From an optimization exercise on the open Yosys and OpenROAD flow, aimed at small area, a short achievable clock period and few clock cycles; shortcuts taken in it are not production practice. In this exercise RTL edits were held to simulation tests only and were not proved equivalent to the original. Power figures rest on the tool's default switching activity, not on a simulated workload.

build 12:
==> flow/design.v <==
`default_nettype none
package axiAhbPkg;
    localparam int AddrWidth    = 32;
    localparam int DataWidth    = 32;
    localparam int IdWidth      = 4;
    localparam int MaxBeats     = 16;
    localparam int BeatIdxWidth = 4;
    typedef enum logic [1:0]
    {
        OKAY   = 2'd0,
        SLVERR = 2'd2
    } axiResp_e;
    typedef enum logic [1:0]
    {
        IDLE   = 2'd0,
        NONSEQ = 2'd2
    } ahbTrans_e;
    typedef enum logic [2:0]
    {
        BYTE = 3'd0,
        HALF = 3'd1,
        WORD = 3'd2
    } axiSize_e;
    typedef struct packed
    {
        logic [IdWidth-1:0]      id;
        logic [AddrWidth-1:0]    addr;
        logic [BeatIdxWidth-1:0] len;
        axiSize_e                size;
    } burstReq_t;
    typedef struct packed
    {
        logic [DataWidth-1:0] data;
        logic                 err;
    } readBeat_t;
endpackage
`default_nettype wire
`timescale 1ns/1ps
`default_nettype none
module bridgeNand2 (
    input  wire  a,
    input  wire  b,
    output logic y
);
    assign y = !(a && b);
endmodule
module bridgeNand3 (
    input  wire  a,
    input  wire  b,
    input  wire  c,
    output logic y
);
    assign y = !(a && b && c);
endmodule
module bridgeAnd2 (
    input  wire  a,
    input  wire  b,
    output logic y
);
    assign y = a && b;
endmodule
module bridgeAo21 (
    input  wire  a,
    input  wire  b0,
    input  wire  b1,
    output logic y
);
    assign y = a || (b0 && b1);
endmodule
module bridgeAo3 (
    input  wire  a0,
    input  wire  a1,
    input  wire  b0,
    input  wire  b1,
    input  wire  b2,
    input  wire  c0,
    input  wire  c1,
    output logic y
);
    logic na;
    logic nb;
    logic nc;
    bridgeNand2 uNa (.a(a0), .b(a1), .y(na));
    bridgeNand3 uNb (.a(b0), .b(b1), .c(b2), .y(nb));
    bridgeNand2 uNc (.a(c0), .b(c1), .y(nc));
    bridgeNand3 uY  (.a(na), .b(nb), .c(nc), .y(y));
endmodule
module bridgeSel3 #(
    parameter int Width = 1
) (
    input  wire  [Width-1:0] d0,
    input  wire  [Width-1:0] d1,
    input  wire  [Width-1:0] d2,
    input  wire              s0,
    input  wire              s1,
    input  wire              s2,
    output logic [Width-1:0] y
);
    for (genvar i = 0; i < Width; i++)
    begin : gBit
        logic n0;
        logic n1;
        logic n2;
        bridgeNand2 uN0 (.a(s0), .b(d0[i]), .y(n0));
        bridgeNand2 uN1 (.a(s1), .b(d1[i]), .y(n1));
        bridgeNand2 uN2 (.a(s2), .b(d2[i]), .y(n2));
        bridgeNand3 uY  (.a(n0), .b(n1), .c(n2), .y(y[i]));
    end
endmodule
`default_nettype wire
`timescale 1ns/1ps
`default_nettype none
module axiToAhbBridge (
    input  wire         ACLK,
    input  wire         rst,
    input  wire         awValid,
    output logic        awReady,
    input  wire  [3:0]  awId,
    input  wire  [31:0] awAddr,
    input  wire  [3:0]  awLen,
    input  wire  [2:0]  awSize,
    input  wire         wValid,
    output logic        wReady,
    input  wire  [31:0] wData,
    input  wire         wLast,
    output logic        bValid,
    input  wire         bReady,
    output logic [3:0]  bId,
    output logic [1:0]  bResp,
    input  wire         arValid,
    output logic        arReady,
    input  wire  [3:0]  arId,
    input  wire  [31:0] arAddr,
    input  wire  [3:0]  arLen,
    input  wire  [2:0]  arSize,
    output logic        rValid,
    input  wire         rReady,
    output logic [3:0]  rId,
    output logic [31:0] rData,
    output logic [1:0]  rResp,
    output logic        rLast,
    output logic [31:0] hAddr,
    output logic        hWrite,
    output logic [2:0]  hSize,
    output logic [1:0]  hTrans,
    output logic [31:0] hWData,
    input  wire  [31:0] hRData,
    input  wire         hReady,
    input  wire         hResp
);
    logic [31:0] addr;       
    logic [3:0]  cnt;        
    logic [1:0]  size;
    logic [3:0]  id;
    logic        wr;         
    logic        err;        
    logic [31:0] data;       
    logic        idle;       
    logic        wsel;       
    logic        busy;       
    logic        rSel;       
    logic        wDpL;       
    logic        wIss;       
    logic        rIss;       
    logic        ap;         
    logic        dp;         
    logic        rp;         
    logic        wA;         
    logic        rA;         
    logic        rDp;        
    logic        rRp;        
    logic        wRp;        
    logic        ldW;
    logic        ldR;
    logic [31:0] cAddr;
    logic [1:0]  cSize;
    logic [3:0]  cCnt;
    logic        issue;
    logic        accept;
    logic        dpDone;
    logic        respValid;
    logic        respReady;
    logic        apN;
    logic        dpN;
    logic        rpN;
    logic        wrN;
    assign wA   = ap && wr;
    assign rA   = ap && !wr;
    assign rDp  = dp && !wr;
    assign rRp  = rp && !wr;
    assign wRp  = rp && wr;
    assign arReady = idle;
    assign awReady = wsel;
    assign ldR     = arValid && idle;
    assign ldW     = wsel;
    bridgeSel3 #(.Width(32)) uSelAddr (.d0(arAddr), .d1(awAddr), .d2(addr), .s0(idle), .s1(wsel), .s2(busy), .y(cAddr));
    bridgeSel3 #(.Width(2)) uSelSize (.d0(arSize[1:0]), .d1(awSize[1:0]), .d2(size), .s0(idle), .s1(wsel), .s2(busy), .y(cSize));
    assign cCnt  = ({4{idle}} & arLen) | ({4{wsel}} & awLen) | ({4{busy}} & cnt);
    assign issue  = (wIss && wValid) || (rIss && hReady && rReady) || ldR;
    assign accept = issue && hReady;
    assign dpDone = dp && hReady;
    logic hTransNs;
    bridgeAo3 uHTrans (.a0(wIss), .a1(wValid), .b0(rIss), .b1(hReady), .b2(rReady), .c0(idle), .c1(arValid), .y(hTransNs));
    assign hTrans = {hTransNs, 1'b0};
    assign hAddr  = cAddr;
    assign hWrite = wsel || (!idle && wr);
    assign hSize  = {1'b0, cSize};
    assign hWData = data;
    logic wrTake;
    assign wrTake = wIss && hReady;
    bridgeAnd2 uWReady (.a(wIss), .b(hReady), .y(wReady));
    logic bVal;
    assign bVal = wRp || (wDpL && hReady);
    bridgeAo21 uBValid (.a(wRp), .b0(wDpL), .b1(hReady), .y(bValid));
    assign bId    = id;
    assign bResp  = {err || (dp && hResp), 1'b0};
    logic rVal;
    assign rVal = rRp || (rDp && hReady);
    bridgeAo21 uRValid (.a(rRp), .b0(rDp), .b1(hReady), .y(rValid));
    assign rId    = id;
    assign rData  = rSel ? data : hRData;
    assign rResp  = {rp ? err : hResp, 1'b0};
    assign rLast  = !ap;
    logic [11:0] incAddr;
    logic [3:0]  decCnt;
    logic [2:0] incLow;
    assign incLow  = {1'b0, cAddr[1:0]} + {1'b0, cSize == 2'd1, cSize == 2'd0};
    assign incAddr = {cAddr[11:2] + {9'd0, incLow[2] || (cSize == 2'd2)}, incLow[1:0]};
    assign decCnt  = cCnt - 4'd1;
    assign respValid = bVal || rVal;
    assign respReady = wr ? bReady : rReady;
    assign wrN = wsel || (!idle && wr);
    assign apN = (ap || ldR || wsel) && !(accept && (cCnt == 4'd0));
    assign dpN = accept || (dp && !hReady);
    assign rpN = respValid && !respReady;
    always_ff @(posedge ACLK)
    begin
        if (rst)
        begin
            idle <= 1'b1;
            wsel <= 1'b0;
            busy <= 1'b0;
            rSel <= 1'b0;
            wDpL <= 1'b0;
            wIss <= 1'b0;
            rIss <= 1'b0;
            ap   <= 1'b0;
            dp   <= 1'b0;
            rp   <= 1'b0;
        end
        else
        begin
            idle <= !(apN || dpN || rpN) && !(idle && awValid && !arValid);
            wsel <= idle && awValid && !arValid;
            busy <= apN || dpN || rpN;
            rSel <= rpN || wrN;
            wDpL <= dpN && wrN && !apN;
            wIss <= (apN && wrN) || (idle && awValid && !arValid);
            rIss <= apN && !wrN;
            ap   <= apN;
            dp   <= dpN;
            rp   <= rpN;
        end
    end
    always_ff @(posedge ACLK)
    begin
        data <= wrTake ? wData : rData;
    end
    always_ff @(posedge ACLK)
    begin
        addr[31:12] <= cAddr[31:12];
        addr[11:0]  <= accept ? incAddr : cAddr[11:0];
        cnt         <= accept ? decCnt : cCnt;
        size        <= cSize;
        wr <= wrN;
        if (idle || wsel)
            id <= wsel ? awId : arId;
        err <= !(idle || wsel) && (wr ? bResp[1] : rResp[1]);
    end
endmodule
`default_nettype wire
export LEC_CHECK = 0
export CAP_MARGIN = 20
export CORE_MARGIN = 2
export CORE_UTILIZATION = 55
export PLACE_DENSITY = 0.7
export SETUP_SLACK_MARGIN = 2.65
export SLEW_MARGIN = 20
export SYNTH_HIERARCHICAL = 1
export SYNTH_MINIMUM_KEEP_SIZE = 0
create_clock -name core_clock -period 5.5 [get_ports {ACLK}]
standard.sh (not shown) runs the stock make flow with config.mk's settings and CLKGATE_MAP_FILE= SYNTH_SCRIPT=/design/flow/synth_recipe.tcl, a recipe that flattens the netlist after the stock synthesis.
==> flow/flow/run.sh <==
#!/bin/bash
set -euo pipefail
export BUFFER_PORTS_ARGS="-buffer_cell sky130_fd_sc_hd__buf_1"
export CTS_ARGS="-sink_clustering_enable -repair_clock_nets -dont_use_dummy_load -buf_list sky130_fd_sc_hd__clkbuf_8 -root_buf sky130_fd_sc_hd__clkbuf_8"
if ! bash standard.sh finish > make_finish.log 2>&1; then
  tail -50 make_finish.log
  exit 1
fi
Testbench counts of build 12, summed over its fixed seeds: cycles 19,428.
#### Input delta (build 1 over build 12)
Settings: SETUP_SLACK_MARGIN now 2.82, was 2.65.
==> run notes <==
Comparing build 1 and build 12, the higher final core utilization was measured on build 1. Build 12 → build 1: minimum setup slack after placement decreased 0.026 ns, non-filler instance count after layout rose by about 1%, total power went up by 4.2%, final-layout fill cell count shrank by 20%.
For build 69, these inputs were changed with respect to build 1:
Settings: SETUP_SLACK_MARGIN: 2.82 -> 2.4.
## What came out
There was hardly any difference in footprint of the flip-flops and latches between build 1 and build 69. Of build 69 and build 1, build 1 shows the lower hold slack, with build 69 above it. The standard cell with the maximum stage delay on the critical path comes out buf_1 in one run and mux2_2 in the other, namely in build 69 and build 1 respectively. Going from build 1 to build 69, wire length on met1 shrank by a few percent. Total number of multi-input combinational cells of build 1 is on par with build 69.

-- afterwards: timing with drivers on the ports --
Ports are ideal in the flow. The routed layouts listed here were re-timed in OpenROAD. Step 1, drivers: a clkbuf_16 drives ACLK and a buf_2 each remaining input, both assumed. Step 2 adds t to the input delays and takes it off the output delays; t is the mean of the earliest and latest rising clock arrival at the registers after step 1. Input paths then give back, and output paths get back, about the clock's delay inside the block. a / b / c = ideal / step 1 / step 2; a / b = the first two.
run | t, ns | setup slack, ns | latest minus earliest clock arrival (ns) | cell pins on the clock port's net
build 12 | 0.371 | 2.755 / 2.721 / 2.535 | 0.027 / 0.028 | 1
build 1 | 0.358 | 2.780 / 2.747 / 2.612 | 0.028 / 0.027 | 1
build 69 | 0.356 | 2.529 / 2.500 / 2.500 | 0.020 / 0.021 | 1
After both steps every run listed still meets setup and hold. The setup slack of build 12, which loses most, moves by -0.034 ns with the drivers and by -0.220 ns with both steps.
